Context: an optimization exercise on an open-source flow, tuned for small area, a short achievable clock period and few clock cycles. The choices shown serve that exercise and are no tape-out recipe.
No run shown here included a check of the RTL's function; only the layout flow was run.
Power is estimated from default activity; no workload was simulated.

==> flow/design.v <==
package cled_pkg;
  localparam int MaxLen = 16;
  localparam int LenW = $clog2(MaxLen + 1);
  localparam int IdxW = (MaxLen > 1) ? $clog2(MaxLen) : 1;
  typedef enum logic [1:0] {
    OP_APPEND_A = 2'd0,
    OP_APPEND_B = 2'd1,
    OP_RUN      = 2'd2,
    OP_NONE     = 2'd3
  } op_t;
  typedef enum logic [1:0] {
    TAG_EQUAL  = 2'd0,
    TAG_DELETE = 2'd1,
    TAG_INSERT = 2'd2,
    TAG_WHOLE  = 2'd3
  } tag_t;
endpackage
module cled_ram #(
  parameter int Width = 8,
  parameter int Depth = 32
) (
  input  logic                     clk,
  input  logic                     we,
  input  logic [$clog2(Depth)-1:0] waddr,
  input  logic [Width-1:0]         wdata,
  input  logic [$clog2(Depth)-1:0] raddr,
  output logic [Width-1:0]         rdata
);
  logic [Width-1:0] mem [Depth];
  always_ff @(posedge clk) begin
    if (we) begin
      mem[waddr] <= wdata;
    end
    rdata <= mem[raddr];
  end
endmodule
module char_lcs_edit_script_unit (
  input  logic       clk,
  input  logic       rst,
  input  logic       start,
  output logic       busy,
  input  logic [1:0] op,
  input  logic [7:0] ch,
  output logic       strobe,
  output logic [1:0] tag,
  output logic [7:0] ch_res,
  output logic       last,
  output logic       overflow
);
  localparam int ML = cled_pkg::MaxLen;
  typedef enum logic [2:0] {
    S_IDLE,
    S_REF0,
    S_REF,
    S_TRACE,
    S_EMIT,
    S_FINAL
  } st_t;
  st_t state;
  logic        busy_r, strobe_r, last_r, dropped, tab_ok, pb_v, all_d, cur_k, at_m;
  logic        tw_v, tw_rec, d_r, del_r;
  logic [1:0]  tag_r;
  logic [7:0]  chres_r;
  logic [4:0]  len_a, len_b, ba, ta, ei;
  logic [3:0]  wslot, tw_slot, lbm1;
  logic [15:0] prev_v, mt_r;
  logic [16:0] mask, cur_mask;
  logic [7:0]  mem_a [ML];
  logic [7:0]  mem_b [ML];
  logic [15:0] tab [ML];
  logic acc, acc_a, acc_b, acc_run, app_a, app_b;
  assign acc = start & ~busy_r & ~rst;
  assign acc_a = acc & (op == cled_pkg::OP_APPEND_A);
  assign acc_b = acc & (op == cled_pkg::OP_APPEND_B);
  assign acc_run = acc & (op == cled_pkg::OP_RUN);
  assign app_a = acc_a & ~len_a[4];
  assign app_b = acc_b & ~len_b[4];
  logic [7:0]  cmp_ch, rd_b;
  logic [15:0] mt;
  always_comb begin
    rd_b = mem_b[ba[3:0]];
    cmp_ch = (state == S_IDLE) ? ch : rd_b;
    for (int k = 0; k < ML; k++) mt[k] = (mem_a[k] == cmp_ch);
  end
  logic [15:0] vnew, hc;
  logic [15:0] gg [5];
  logic [15:0] pp [5];
  always_comb begin
    gg[0] = mt_r & ~prev_v;
    pp[0] = ~prev_v;
    for (int l = 0; l < 4; l++) begin
      for (int k = 0; k < ML; k++) begin
        if (k >= (1 << l)) begin
          gg[l+1][k] = gg[l][k] | (pp[l][k] & gg[l][k-(1<<l)]);
          pp[l+1][k] = pp[l][k] & pp[l][k-(1<<l)];
        end else begin
          gg[l+1][k] = gg[l][k];
          pp[l+1][k] = pp[l][k];
        end
      end
    end
    hc = gg[4];
    vnew[0] = mt_r[0] | prev_v[0];
    for (int k = 1; k < ML; k++) vnew[k] = ~hc[k-1] & (mt_r[k] | prev_v[k]);
  end
  logic [16:0] mrow, sq, tt, newmask;
  logic        d;
  always_comb begin
    mrow = {mt_r, 1'b0};
    sq = {mt_r | prev_v, 1'b1} & mask;
    tt = sq;
    tt = tt | (tt >> 1);
    tt = tt | (tt >> 2);
    tt = tt | (tt >> 4);
    tt = tt | (tt >> 8);
    tt = tt | (tt >> 16);
    d = |(sq & mrow & ~(tt >> 1));
    newmask = (tt >> 1) | (sq & ~mrow);
  end
  logic [16:0] moh;
  logic [4:0]  mbin;
  always_comb begin
    moh = mask & ~(mask >> 1);
    for (int b = 0; b < 5; b++) begin
      mbin[b] = 1'b0;
      for (int k = 0; k < 17; k++) if (((k >> b) & 1) == 1) mbin[b] = mbin[b] | moh[k];
    end
  end
  logic       f_del, f_eq, f_ident, f_last;
  logic [1:0] f_tag;
  logic [7:0] f_ch;
  always_comb begin
    f_del = newmask[1];
    f_eq = ~tt[2] & sq[1] & mrow[1];
    f_ident = all_d & f_eq & (len_a == len_b);
    f_last = ~f_del && (len_b == 5'd1) && (f_eq ? (len_a == 5'd1) : (len_a == '0));
    f_ch = (f_del | f_eq) ? mem_a[0] : mem_b[0];
    f_tag = f_del ? cled_pkg::TAG_DELETE : (f_eq ? cled_pkg::TAG_EQUAL : cled_pkg::TAG_INSERT);
  end
  logic [4:0]  ei1, ei2, ni;
  logic        del, eqs, step, lastn, ident, tam, c1, c2, c3, del_nx;
  logic [14:0] cm_lo;
  logic [1:0]  etag;
  logic [7:0]  ech;
  logic [15:0] rec;
  logic [16:0] rec_mask;
  always_comb begin
    rec = tab[ta[3:0]];
    for (int k = 0; k < 17; k++) rec_mask[k] = (5'(k) <= rec[4:0]);
    ei1 = ei + 5'd1;
    ei2 = ei + 5'd2;
    cm_lo = cur_mask[16:2];
    tam = (ta == len_b);
    c1 = at_m ? (ei1 < len_a) : ((ei[3:0] != 4'd15) & ~ei[4] & cm_lo[ei[3:0]]);
    c2 = tam ? (ei1 < len_a) : (ei2 <= rec[4:0]);
    c3 = tam ? (ei < len_a) : (ei1 <= rec[4:0]);
    del = del_r;
    del_nx = del ? c1 : (cur_k ? c2 : c3);
    eqs = ~del & cur_k;
    step = ~del;
    ni = (del | eqs) ? ei1 : ei;
    lastn = ((del | eqs) ? (ei1 == len_a) : (ei == len_a)) && (step ? (ta == len_b) : at_m);
    ech = (del | eqs) ? mem_a[ei[3:0]] : rd_b;
    etag = del ? cled_pkg::TAG_DELETE : (eqs ? cled_pkg::TAG_EQUAL : cled_pkg::TAG_INSERT);
    ident = all_d & ~mask[1] & (len_a == len_b);
  end
  always_ff @(posedge clk) begin
    if (rst) begin
      state <= S_IDLE;
      busy_r <= 1'b0;
      strobe_r <= 1'b0;
      len_a <= '0;
      len_b <= '0;
      dropped <= 1'b0;
      tab_ok <= 1'b1;
      pb_v <= 1'b0;
    end else begin
      pb_v <= app_b;
      if (app_a) begin
        len_a <= len_a + 5'd1;
        if (len_b != '0) tab_ok <= 1'b0;
      end
      if (app_b) begin
        len_b <= len_b + 5'd1;
        lbm1 <= len_b[3:0];
      end
      if ((acc_a & len_a[4]) | (acc_b & len_b[4])) dropped <= 1'b1;
      case (state)
        S_IDLE:
          if (acc_run) begin
            busy_r <= 1'b1;
            if (len_b == '0) state <= S_EMIT;
            else if (tab_ok) state <= S_TRACE;
            else state <= S_REF0;
          end
        S_REF0: state <= S_REF;
        S_REF: if (wslot == lbm1) state <= S_TRACE;
        S_TRACE:
          if (wslot == 4'd0) begin
            strobe_r <= 1'b1;
            state <= (f_ident || f_last) ? S_FINAL : S_EMIT;
          end
        S_EMIT: begin
          strobe_r <= 1'b1;
          if (ident || lastn) state <= S_FINAL;
        end
        S_FINAL: begin
          strobe_r <= 1'b0;
          busy_r <= 1'b0;
          state <= S_IDLE;
          len_a <= '0;
          len_b <= '0;
          dropped <= 1'b0;
          tab_ok <= 1'b1;
        end
        default: state <= S_IDLE;
      endcase
    end
  end
  always_ff @(posedge clk) begin
    if (tw_v) tab[tw_slot] <= tw_rec ? {10'd0, d_r, mbin} : prev_v;
    tw_v <= pb_v | (state == S_REF) | (state == S_TRACE);
    tw_slot <= wslot;
    tw_rec <= (state == S_TRACE);
  end
  always_ff @(posedge clk) begin
    if (app_a) mem_a[len_a[3:0]] <= ch;
    if (app_b) mem_b[len_b[3:0]] <= ch;
    if (state == S_IDLE && len_b == '0) prev_v <= '0;
    else if (pb_v) prev_v <= vnew;
    case (state)
      S_IDLE: begin
        if (app_b) begin
          mt_r <= mt;
          wslot <= len_b[3:0];
        end
        for (int k = 0; k < 17; k++) mask[k] <= (5'(k) <= len_a);
        all_d <= 1'b1;
        ei <= '0;
        if (tab_ok && len_b != '0) begin
          ba <= len_b - 5'd2;
          ta <= len_b - 5'd2;
        end else begin
          ba <= '0;
          ta <= 5'd1;
        end
        at_m <= (len_b == '0);
        del_r <= (len_a != '0);
      end
      S_REF0: begin
        prev_v <= '0;
        mt_r <= mt;
        ba <= ba + 5'd1;
        wslot <= '0;
      end
      S_REF: begin
        prev_v <= vnew;
        if (wslot == lbm1) begin
          ba <= {1'b0, wslot} - 5'd1;
          ta <= {1'b0, wslot} - 5'd1;
        end else begin
          mt_r <= mt;
          ba <= ba + 5'd1;
          wslot <= wslot + 4'd1;
        end
      end
      S_TRACE: begin
        prev_v <= rec;
        mt_r <= mt;
        wslot <= wslot - 4'd1;
        mask <= newmask;
        d_r <= d;
        all_d <= all_d & d;
        if (wslot == 4'd0) begin
          ei <= (f_del | f_eq) ? 5'd1 : 5'd0;
          if (f_del) begin
            ba <= '0;
            ta <= 5'd1;
            cur_mask <= newmask;
            cur_k <= d;
            at_m <= 1'b0;
            del_r <= newmask[2];
          end else begin
            ba <= 5'd1;
            ta <= 5'd2;
            cur_mask <= mask;
            cur_k <= d_r;
            at_m <= (len_b == 5'd1);
            if (len_b == 5'd1) del_r <= f_eq ? (len_a > 5'd1) : (len_a != '0);
            else del_r <= f_eq ? mask[2] : mask[1];
          end
          if (f_ident) begin
            tag_r <= cled_pkg::TAG_WHOLE;
            chres_r <= '0;
            last_r <= 1'b1;
          end else begin
            tag_r <= f_tag;
            chres_r <= f_ch;
            last_r <= f_last;
          end
        end else begin
          ba <= ba - 5'd1;
          ta <= ta - 5'd1;
        end
      end
      S_EMIT: begin
        ei <= ni;
        del_r <= del_nx;
        if (step) begin
          ba <= ta;
          ta <= ta + 5'd1;
          cur_mask <= rec_mask;
          cur_k <= rec[5];
          at_m <= (ta == len_b);
        end
        if (ident) begin
          tag_r <= cled_pkg::TAG_WHOLE;
          chres_r <= '0;
          last_r <= 1'b1;
        end else begin
          tag_r <= etag;
          chres_r <= ech;
          last_r <= lastn;
        end
      end
      default: ;
    endcase
  end
  assign busy = busy_r;
  assign strobe = strobe_r;
  assign tag = tag_r;
  assign ch_res = chres_r;
  assign last = last_r;
  assign overflow = dropped;
endmodule
==> flow/run.sh <==
#!/bin/bash
# synth_recipe.tcl (not shown) runs the flow's synth.tcl, then flattens the netlist and writes it again
# the make line also repeats each setting of config.mk as NAME=value (left out here)
make -C /OpenROAD-flow-scripts/flow DESIGN_CONFIG=/design/flow/config.mk WORK_HOME=/design/flow/orfs CLKGATE_MAP_FILE= SYNTH_SCRIPT=/design/flow/synth_recipe.tcl finish
==> flow/config.mk <==
export PLATFORM = sky130hd
export DESIGN_NAME = char_lcs_edit_script_unit
export DESIGN_NICKNAME = char_lcs_edit_script_unit
export VERILOG_FILES = /design/flow/design.v
export SDC_FILE = /design/flow/constraint.sdc
export NUM_CORES = 4
export LEC_CHECK = 0
export CAP_MARGIN = 20
export CORE_MARGIN = 2
export CORE_UTILIZATION = 40
export SETUP_SLACK_MARGIN = 4.8
export SLEW_MARGIN = 20
==> flow/constraint.sdc <==
create_clock -name core_clock -period 7.5 [get_ports {clk}]
set_input_delay 1.5000 -clock core_clock [delete_from_list [all_inputs] [get_ports {clk}]]
set_output_delay 1.5000 -clock core_clock [all_outputs]
set_load 0.01 [all_outputs]
==> summary.txt, run 1 <==
CTS clock-pin slew for the worst setup and hold paths=0.06 ns; number of design rule violations left after detail routing=0; shortest clock period the worst path allows after layout=3.27 ns; Post-Syn Area=29800 µm²; total power density per cell area=252 nW/µm²; TritonCTS clock tree=done; Routed Wire Length=82100 µm; portion of synthesized cell area occupied by the leading cell type=61.8%; Fmax=306 MHz; die area=76700 µm²; dominant synthesized flop cell=edfxtp_1; leading cell types by count after synthesis=613 x edfxtp_1, 154 x nor2_1, 147 x mux4_2; number of antenna violations at the first check in global routing=1; most common cell in the synthesized netlist=edfxtp_1; actual slew at the worst max-slew pin=1.04 ns; vertical die dimension=277 µm; Filler cells=6276; Clock H-tree levels=3; share of final-layout standard cells stronger than drive strength 1=29.7%; run status=finished clean; Critical Path Slowest Stage Cell=mux4_2; RSZ-0062 raised after global routing=yes; start-to-end type of the worst setup path=flip-flop to flip-flop; clock buffer depth=3; number of clock sinks=649; number of synthesized register bits=649; signal arrival time at the worst endpoint=3.61 ns; HPWL after detailed placement=50500 µm; initial standard-cell utilization of the core=40.2%; worst slew margin relative to its limit=30.6%; number of ports placed on the die boundary=27; final setup violation count=0; detailed-route vias per instance=5.91; static leakage=12.0 nW; worst reg-to-reg setup slack=4.23 ns; total buffers and inverters traversed by the critical path=2; core box area=74100 µm²; Synth Instances=1923; max-cap violations=0; mean routed wirelength per cell=26.4 µm; number of DRC markers after the initial detailed-route iteration=2086; Total GRT Usage=21.2%; diode insertion count for antenna repair=0; Area growth, synth to finish=20.3%; Worst path most repeated cell=mux4_2; Yosys warning count=3; number of flops mapped to enable cells by yosys=613; Synth area leader=edfxtp_1; Detailed Routing Iterations Pass 1=6; minimum hold slack=0.437 ns; mean area per synthesized cell=15.5 µm²; weighted congestion at the end of routability-driven global placement=0.919; via count=18356; Post-Synthesis Net Count=1977; top cells by area in the synthesized netlist=edfxtp_1 62%, mux4_2 11%, xor2_1 3.9%; setup tns final=0 ns; Period Utilization, post-route=43.6%; Clock Tree Root=clkbuf_16; endpoint required time on the critical path=7.84 ns; pre-CTS setup slack=3.14 ns; Num CTS Buffers=69; portion of the post-synthesis area used by sequential elements=64.2%; clock insertion delay at the later pin of the skew report=0.61 ns; Unique masters post-synth=73; worst min-delay path class=flip-flop to flip-flop; startpoint type of the worst setup path=flip-flop; total congestion overflow=0; count of hold-fix buffers inserted at cts=0; list of cells traversed by the critical path=buf_8 -> mux4_2 -> mux4_2 -> inv_4 -> ha_1 -> nand2b_1 -> a21oi_2 -> o21a_1 -> o22ai_1 -> mux4_2 -> nand2_1 -> o211ai_1; critical path's largest stage delay=0.58 ns; Die W=277 µm; count of input and output buffers=26; layout net count=2141; Final Worst Setup Slack=4.23 ns; area occupied by registers=19200 µm²; antenna viol nets, final=0; global-route wire length before repair=120000 µm; total power=9.04 mW; total count of hold-check failures in the final report=0; Synth async-reset ratio=0%; final setup skew=0.0243 ns; maximum number of pins on one net before global-route repair=41; Worst setup EP type=flip-flop; count of final max-slew check failures=0; number of global-route vias before repair=17931; maximum vdd ir drop=0.216 mV; std cell rows=100; core utilization of the finished layout=48.4%; largest fanout on the critical path=9; Multi-input gate area=10800 µm²; cell family with most CP delay=multiplexers
## cell type report
| class | instances | area share, % |
|---|---|---|
| Clock buffer | 90 | 5.09 |
| Timing Repair Buffer | 194 | 6.35 |
| Multi-Input combinational cell | 1127 | 30.2 |
| Tap cell | 969 | 3.38 |
| Sequential cell | 649 | 53.5 |
| Inverter | 46 | 0.503 |
| Clock inverter | 33 | 0.964 |
## where the power goes
group	leakage (nW)	switching, mW	internal (mW)
Clock	1.06	1.39	1.93
Combinational	4.94	0.861	0.700
Sequential	6.03	0.0911	4.07
## sequential cells by signal, summed over array words and instances, names as in the netlist, 2 cells and up, named ones only
register and cells:
tw_slot 4, state 3, ba 4, lbm1 4
ei 5, mt_r 16, mem_a 128, mask 16
len_b 5, tag_r 2, ta 5, prev_v 16
cur_mask 15, tab 256, mem_b 128, chres_r 8
len_a 5, wslot 4
## cell usage in the layout (no fill, tap or decap), drive strengths merged, types with 5 or more instances in the layout
cell      n
buf     172
nand4    46
a221oi   10
clkinv   22
nor2b    21
a31oi     9
bufbuf    9
o21ai    83
o221ai    9
inv      50
o211ai    6
nor3     28
mux4    155
and3      6
nand3b    7
edfxtp  613
mux2     21
nand3    22
nor2    154
mux2i    26
o22ai    18
a211oi   14
ha       40
o31ai     5
xor2    144
a32oi    10
xnor2    21
clkbuf   92
o21bai    8
a21o      6
bufinv    6
dfxtp    36
nand2b   15
and2      9
nand2   109
a21oi    68
## stage by stage
stage	area [µm²]	cells
after floorplan	30200	1923
after global placement	31600	2866
after detailed placement	31600	2866
after CTS	35400	3081
after global routing	35800	3108
final	35800	3108
## metal layers
metal	track usage (%)	vias to the layer above	part of all wire (%)
met5	0	-	0.022
met4	5.55	2	2.0
met3	3.70	130	7.9
met2	33.4	842	47
met1	30.4	9530	43
li1	-	7852	-
## worst reg2reg max path, stage by stage (launching register included)
cell and delay (ns):
dfxtp_4 0.42, buf_8 0.19, mux4_2 0.53, mux4_2 0.58, inv_4 0.12, ha_1 0.16, nand2b_1 0.07, a21oi_2 0.12
o21a_1 0.12, o22ai_1 0.08, mux4_2 0.45, nand2_1 0.07, o211ai_1 0.09
## what timing repair did
item / CTS / global route
endpoints found under the setup margin: 404 / 326
buffers inserted: 79 / 26
pin swaps: 43 / 24
gates cloned: 13 / 1
gates resized for setup: 204 / 72
## worst paths after layout
check                                from    endpoint  depth (start not counted)
worst max-delay path            flip-flop       del_r                         12
worst min-delay path             wslot[0]  tw_slot[0]                          0
worst max register to register  flip-flop       del_r                         12
worst min register to register   wslot[0]  tw_slot[0]                          0
## cells by family after synthesis
family,after synthesis,synth area share (%)
AND/OR/NAND/NOR,435,6.84
multiplexers,202,13.5
flip-flops,649,64.2
AO/OA/AOI/OAI,283,6.36
XOR/XNOR,165,5.10
buffers and inverters,148,2.27
adder cells (fa/ha/maj),41,1.75
==> run 2: changes to the inputs <==
--- a/flow/design.v
+++ b/flow/design.v
@@ -58,23 +58,31 @@
   } st_t;
   st_t state;
   logic        busy_r, strobe_r, last_r, dropped, tab_ok, pb_v, all_d, cur_k, at_m;
-  logic        tw_v, tw_rec, d_r, del_r;
+  logic        tw_v, tw_rec, d_r;
   logic [1:0]  tag_r;
   logic [7:0]  chres_r;
   logic [4:0]  len_a, len_b, ba, ta, ei;
-  logic [3:0]  wslot, tw_slot, lbm1;
+  logic [3:0]  wslot, tw_slot;
   logic [15:0] prev_v, mt_r;
   logic [16:0] mask, cur_mask;
   logic [7:0]  mem_a [ML];
   logic [7:0]  mem_b [ML];
   logic [15:0] tab [ML];
-  logic acc, acc_a, acc_b, acc_run, app_a, app_b;
+  logic acc, acc_a, acc_b, acc_run, app_a, app_b, can_a, can_b;
+  logic busy_nx, fa_nx, fb_nx;
   assign acc = start & ~busy_r & ~rst;
   assign acc_a = acc & (op == cled_pkg::OP_APPEND_A);
   assign acc_b = acc & (op == cled_pkg::OP_APPEND_B);
   assign acc_run = acc & (op == cled_pkg::OP_RUN);
-  assign app_a = acc_a & ~len_a[4];
-  assign app_b = acc_b & ~len_b[4];
+  assign app_a = start & ~rst & (op == cled_pkg::OP_APPEND_A) & can_a;
+  assign app_b = start & ~rst & (op == cled_pkg::OP_APPEND_B) & can_b;
+  assign busy_nx = ~rst & ((busy_r & (state != S_FINAL)) | acc_run);
+  assign fa_nx = ~rst & (state != S_FINAL) & (len_a[4] | (app_a & (len_a == 5'd15)));
+  assign fb_nx = ~rst & (state != S_FINAL) & (len_b[4] | (app_b & (len_b == 5'd15)));
+  always_ff @(posedge clk) begin
+    can_a <= ~busy_nx & ~fa_nx;
+    can_b <= ~busy_nx & ~fb_nx;
+  end
   logic [7:0]  cmp_ch, rd_b;
   logic [15:0] mt;
   always_comb begin
@@ -137,25 +145,19 @@
     f_ch = (f_del | f_eq) ? mem_a[0] : mem_b[0];
     f_tag = f_del ? cled_pkg::TAG_DELETE : (f_eq ? cled_pkg::TAG_EQUAL : cled_pkg::TAG_INSERT);
   end
-  logic [4:0]  ei1, ei2, ni;
-  logic        del, eqs, step, lastn, ident, tam, c1, c2, c3, del_nx;
-  logic [14:0] cm_lo;
+  logic [4:0]  ei1, ni;
+  logic        del, eqs, step, lastn, ident;
   logic [1:0]  etag;
   logic [7:0]  ech;
   logic [15:0] rec;
   logic [16:0] rec_mask;
+  logic [15:0] cm_hi;
   always_comb begin
     rec = tab[ta[3:0]];
     for (int k = 0; k < 17; k++) rec_mask[k] = (5'(k) <= rec[4:0]);
     ei1 = ei + 5'd1;
-    ei2 = ei + 5'd2;
-    cm_lo = cur_mask[16:2];
-    tam = (ta == len_b);
-    c1 = at_m ? (ei1 < len_a) : ((ei[3:0] != 4'd15) & ~ei[4] & cm_lo[ei[3:0]]);
-    c2 = tam ? (ei1 < len_a) : (ei2 <= rec[4:0]);
-    c3 = tam ? (ei < len_a) : (ei1 <= rec[4:0]);
-    del = del_r;
-    del_nx = del ? c1 : (cur_k ? c2 : c3);
+    cm_hi = cur_mask[16:1];
+    del = at_m ? (ei < len_a) : (cm_hi[ei[3:0]] & ~ei[4]);
     eqs = ~del & cur_k;
     step = ~del;
     ni = (del | eqs) ? ei1 : ei;
@@ -180,10 +182,7 @@
         len_a <= len_a + 5'd1;
         if (len_b != '0) tab_ok <= 1'b0;
       end
-      if (app_b) begin
-        len_b <= len_b + 5'd1;
-        lbm1 <= len_b[3:0];
-      end
+      if (app_b) len_b <= len_b + 5'd1;
       if ((acc_a & len_a[4]) | (acc_b & len_b[4])) dropped <= 1'b1;
       case (state)
         S_IDLE:
@@ -194,7 +193,7 @@
             else state <= S_REF0;
           end
         S_REF0: state <= S_REF;
-        S_REF: if (wslot == lbm1) state <= S_TRACE;
+        S_REF: if ({1'b0, wslot} == len_b - 5'd1) state <= S_TRACE;
         S_TRACE:
           if (wslot == 4'd0) begin
             strobe_r <= 1'b1;
@@ -245,7 +244,6 @@
           ta <= 5'd1;
         end
         at_m <= (len_b == '0);
-        del_r <= (len_a != '0);
       end
       S_REF0: begin
         prev_v <= '0;
@@ -255,7 +253,7 @@
       end
       S_REF: begin
         prev_v <= vnew;
-        if (wslot == lbm1) begin
+        if ({1'b0, wslot} == len_b - 5'd1) begin
           ba <= {1'b0, wslot} - 5'd1;
           ta <= {1'b0, wslot} - 5'd1;
         end else begin
@@ -279,15 +277,12 @@
             cur_mask <= newmask;
             cur_k <= d;
             at_m <= 1'b0;
-            del_r <= newmask[2];
           end else begin
             ba <= 5'd1;
             ta <= 5'd2;
             cur_mask <= mask;
             cur_k <= d_r;
             at_m <= (len_b == 5'd1);
-            if (len_b == 5'd1) del_r <= f_eq ? (len_a > 5'd1) : (len_a != '0);
-            else del_r <= f_eq ? mask[2] : mask[1];
           end
           if (f_ident) begin
             tag_r <= cled_pkg::TAG_WHOLE;
@@ -305,7 +300,6 @@
       end
       S_EMIT: begin
         ei <= ni;
-        del_r <= del_nx;
         if (step) begin
           ba <= ta;
           ta <= ta + 5'd1;
==> flow/flow/run.sh (new file) <==
#!/bin/bash
# the standard layout, with the port buffers taken from the plain buffer family
# (buf_4) instead of the delay cells buffer_ports picks by default; every input and
# output still gets its own buffer
set -o pipefail
cp standard.sh standard_sh_copy.txt
export BUFFER_PORTS_ARGS="-buffer_cell sky130_fd_sc_hd__buf_4"
bash standard.sh > standard_flow.log 2>&1
==> flow/standard.sh (new file) <==
#!/bin/bash
# synth_recipe.tcl (not shown) runs the flow's synth.tcl, then flattens the netlist and writes it again
# the make line also repeats each setting of config.mk as NAME=value (left out here)
make -C /OpenROAD-flow-scripts/flow DESIGN_CONFIG=/design/flow/config.mk WORK_HOME=/design/flow/orfs CLKGATE_MAP_FILE= SYNTH_SCRIPT=/design/flow/synth_recipe.tcl "${@:-finish}"
--- a/flow/config.mk
+++ b/flow/config.mk
@@ -8,5 +8,8 @@
 export CAP_MARGIN = 20
 export CORE_MARGIN = 2
 export CORE_UTILIZATION = 40
+export CTS_CLUSTER_DIAMETER = 80
+export CTS_CLUSTER_SIZE = 24
 export SETUP_SLACK_MARGIN = 4.8
 export SLEW_MARGIN = 20
+export TNS_END_PERCENT = 10
removed: flow/run.sh
==> run 2 against run 1 <==
Core utilization down 2.3 points. Setup slack better by 0.37 ns. Clock power down 33%. Flip-flop and latch count decreased by 2. Die area decreased by 1.8%. Design area is 6.6% lower. Largest power group is now combinational logic.
==> summary.txt, run 2 <==
CTS clock-pin slew for the worst setup and hold paths=0.09 ns (+0.03 ns); global-route wire length before repair=114000 µm (-4.9%); maximum number of pins on one net before global-route repair=38 (-7.3%); leading cell type in the layout, fill and taps excluded=edfxtp_1; number of DRC markers after the initial detailed-route iteration=1688 (-19%); switching power as a share of total power=36.8% (+11 points); number of antenna violations at the first check in global routing=0 (-1); start-to-end type of the worst setup path=flip-flop to flip-flop; endpoint with the worst hold slack=strobe_r; area occupied by registers=19100 µm² (-0.42%); Area growth, synth to finish=14.4%; top cells by area in the synthesized netlist=edfxtp_1 62%, mux4_2 12%, xor2_1 4.3%; portion of synthesized cell area occupied by the leading cell type=62.5% (+0.72 points); RSZ-0062 raised after global routing=yes; maximum vdd ir drop=0.188 mV (-13%); count of input and output buffers=26 (unchanged); mean area per synthesized cell=15.6 µm² (+0.93%); detailed-route vias per instance=5.87 (-0.68%); die area=75300 µm² (-1.8%); Hold Startpoint=strobe_r; Die W=274 µm (-0.89%); number of clock sinks=647 (-0.31%); total congestion overflow=0 (unchanged); Synth async-reset ratio=0% (unchanged); number of flops mapped to enable cells by yosys=609 (-0.65%); Clock Tree Root=clkbuf_16; dominant synthesized flop cell=edfxtp_1; final setup skew=0.0394 ns (+0.0151 ns); number of flip-flops under the largest register name=256 (unchanged); number of synthesized register bits=647 (-0.31%); clock buffer depth=3 (unchanged); share of power burned in registers=40.4% (-5.6 points); count of final max-slew check failures=0 (unchanged); number of global-route vias before repair=17118 (-4.5%); Routed Wire Length=77700 µm (-5.3%); largest fanout on the critical path=8 (-1); run status=finished clean; Fmax=345 MHz (+13%); Synth area leader=edfxtp_1; antenna viol nets, final=0 (unchanged); Detailed Routing Iterations Pass 1=5 (-1); worst reg-to-reg setup slack=4.61 ns (+0.37 ns); Finished Layout Cells=2944 (-5.3%); Multi-input gate area=10400 µm² (-4.5%); layout net count=2006 (-6.3%); placed instance count=2788 (-2.7%); Period Utilization, post-route=38.6% (-5.0 points); final setup violation count=0 (unchanged); fraction of power consumed by the clock network=18.3% (-18 points); signal arrival time at the worst endpoint=3.32 ns (-0.29 ns); number of ports placed on the die boundary=27 (unchanged); portion of the post-synthesis area used by sequential elements=65.1% (+0.90 points); worst min-delay path class=flip-flop to flip-flop; diode insertion count for antenna repair=0 (unchanged); total power density per cell area=362 nW/µm² (+43%); Hold Path Cell Cnt=2 (+2); setup tns final=0 ns (unchanged); count of hold-fix buffers inserted at cts=0 (unchanged); total power=12.1 mW (+34%); worst slew margin relative to its limit=30.7% (+0.13 points); Post-Syn Area=29300 µm² (-1.8%); std cell rows=99 (-1.0%); leading cell types by count after synthesis=609 x edfxtp_1, 158 x mux4_2, 152 x nor2_1; clock insertion delay at the later pin of the skew report=0.60 ns (about the same); Unique masters post-synth=72 (-1.4%); P_int=7.66 mW (+14%); Post-Synthesis Net Count=1911 (-3.3%); most common cell in the synthesized netlist=edfxtp_1; minimum hold slack=0.501 ns (+0.0641 ns); weighted congestion at the end of routability-driven global placement=0.886 (-3.5%); actual slew at the worst max-slew pin=1.04 ns (-0.00199 ns); Synth Instances=1871 (-2.7%); vertical die dimension=274 µm (-0.89%); via count=17269 (-5.9%); TritonCTS clock tree=done; initial standard-cell utilization of the core=40.2% (about the same); net switching power of the design=4.46 mW (+91%); highest-count cells in the layout ignoring fill and taps=609 x edfxtp_1, 158 x mux4_2, 134 x xor2_1, 120 x buf_4, 101 x nor2_1; total count of hold-check failures in the final report=0 (unchanged); worst reg2reg endpoint=mt_r[10]; startpoint type of the worst setup path=flip-flop; endpoint required time on the critical path=7.92 ns (+0.08 ns); HPWL after detailed placement=48500 µm (-4.0%); Comb pwr share=41.3% (+24 points); Worst setup EP type=flip-flop; Clock H-tree levels=2 (-1); mean routed wirelength per cell=26.4 µm (about the same); number of design rule violations left after detail routing=0 (unchanged); static leakage=10.9 nW (-9.8%); Total GRT Usage=20.5% (-0.65 points); max-cap violations=0 (unchanged); Num CTS Buffers=37 (-46%); share of final-layout standard cells stronger than drive strength 1=26.9% (-2.8 points); Yosys warning count=3 (unchanged); Most flops, register=tab; core box area=72700 µm² (-1.8%); shortest clock period the worst path allows after layout=2.89 ns (-0.373 ns); Reg2Reg Depth=9 (-3); Filler cells=6215 (-0.97%)
==> run 2: cell count changes after synthesis, moves of 9 or more <==
cell,previous run,this run
clkbuf_1,67,58
ha_1,40,26
buf_2,7,24
o21ai_1,3,22
mux4_2,147,158
nand2_1,109,96
xor2_2,10,0
xor2_1,134,144
o21ai_0,80,53
==> run 2: worst max-delay path: stages, from the launching register on <==
cell     delay [ns]
dfxtp_4        0.44
buf_12         0.16
buf_4          0.12
mux4_2         0.49
mux4_2         0.56
mux2i_4        0.22
buf_12         0.18
xor2_1         0.15
nand4_1        0.20
nor2_2         0.19
==> run 2: worst max path at each step <==
stage                     cells past startpoint            to      start  slack (ns)
after floorplan                               5   mem_b[4][0]        rst        4.66
after global placement                        8      mt_r[14]  flip-flop        3.79
after detailed placement                      6     flip-flop   state[0]        3.71
after CTS                                     5  mem_b[15][6]        rst        4.59
after global routing                          9       mt_r[5]  flip-flop        4.55
final                                         9      mt_r[10]  flip-flop        4.61
==> run 2: metal layers <==
layer / GRT usage [%] / up-vias / part of all wire, %
li1: - / 7467 / -
met5: 0 / - / 0
met3: 2.20 / 117 / 5.3
met2: 34.8 / 587 / 50
met1: 28.3 / 9098 / 42
met4: 5.33 / 0 / 2.7
==> run 2: power groups by stage <==
stage / clock (mW) / combinational (mW) / sequential [mW]
after floorplan: 0 / 2.98 / 4.75
after global placement: 0 / 3.97 / 5.02
final: 2.22 / 5.01 / 4.90
after detailed placement: 0 / 4.00 / 5.02
after global routing: 2.37 / 5.32 / 4.93
after CTS: 2.25 / 4.77 / 4.90
==> run 2: cell type report <==
class	instances	share of cell area, %
tap	959	3.58
inverter	43	0.531
clock buffer	41	2.81
clock inverter	17	0.575
sequential	647	57.0
timing repair buffer	155	4.61
multi-input combinational	1082	30.9
==> run 2: metrics by stage <==
step	worst slack [ns]	util, %	area [µm²]
final	4.61	46.1	33500
after global routing	4.55	46.1	33500
after CTS	4.59	45.5	33100
after global placement	3.79	42.3	30700
after floorplan	4.66	-	29500
after detailed placement	3.71	42.3	30800
==> run 2: what timing repair did <==
action                     in CTS  in global routing
pin swaps                      18                 20
gates cloned                    6                  0
resized for setup              97                 42
setup endpoints to repair     337                340
setup buffers                  62                 30
==> run 2: cells by family after synthesis <==
kind of cell / count (synthesis) / share of synthesized area [%]
AO/OA/AOI/OAI: 252 / 5.35
buffers and inverters: 143 / 2.05
adder cells (fa/ha/maj): 27 / 1.18
flip-flops: 647 / 65.1
XOR/XNOR: 172 / 5.15
multiplexers: 219 / 14.6
AND/OR/NAND/NOR: 411 / 6.58

static timing again, ports no longer ideal:
The results above use ideal ports. As a check the final layouts listed here were re-extracted and re-timed, cells and wires unchanged. Step 1 (the two cells are an assumption about what drives the block):
set clk [get_ports {clk}]
set_driving_cell -lib_cell sky130_fd_sc_hd__clkbuf_16 $clk
set_driving_cell -lib_cell sky130_fd_sc_hd__buf_2 [delete_from_list [all_inputs] $clk]
Step 2 adds t to the input delays and takes it off the output delays; t is the mean of the earliest and latest rising clock arrival at the registers after step 1. Input paths then give back, and output paths get back, about the clock's delay inside the block. a / b / c = ideal / step 1 / step 2; a / b = the first two.
run	t, ns	setup slack, ns	clock arrival spread, ns	worst data-port slew with drivers (ns)
run 1	0.669	4.233 / 4.233 / 4.112	0.025 / 0.025	0.03
run 2	0.643	4.605 / 4.605 / 4.023	0.045 / 0.045	0.05
After both steps setup and hold are still met in every run listed. The setup slack of run 2, which loses most, moves by 0.000 ns with the drivers and by -0.582 ns with both steps.
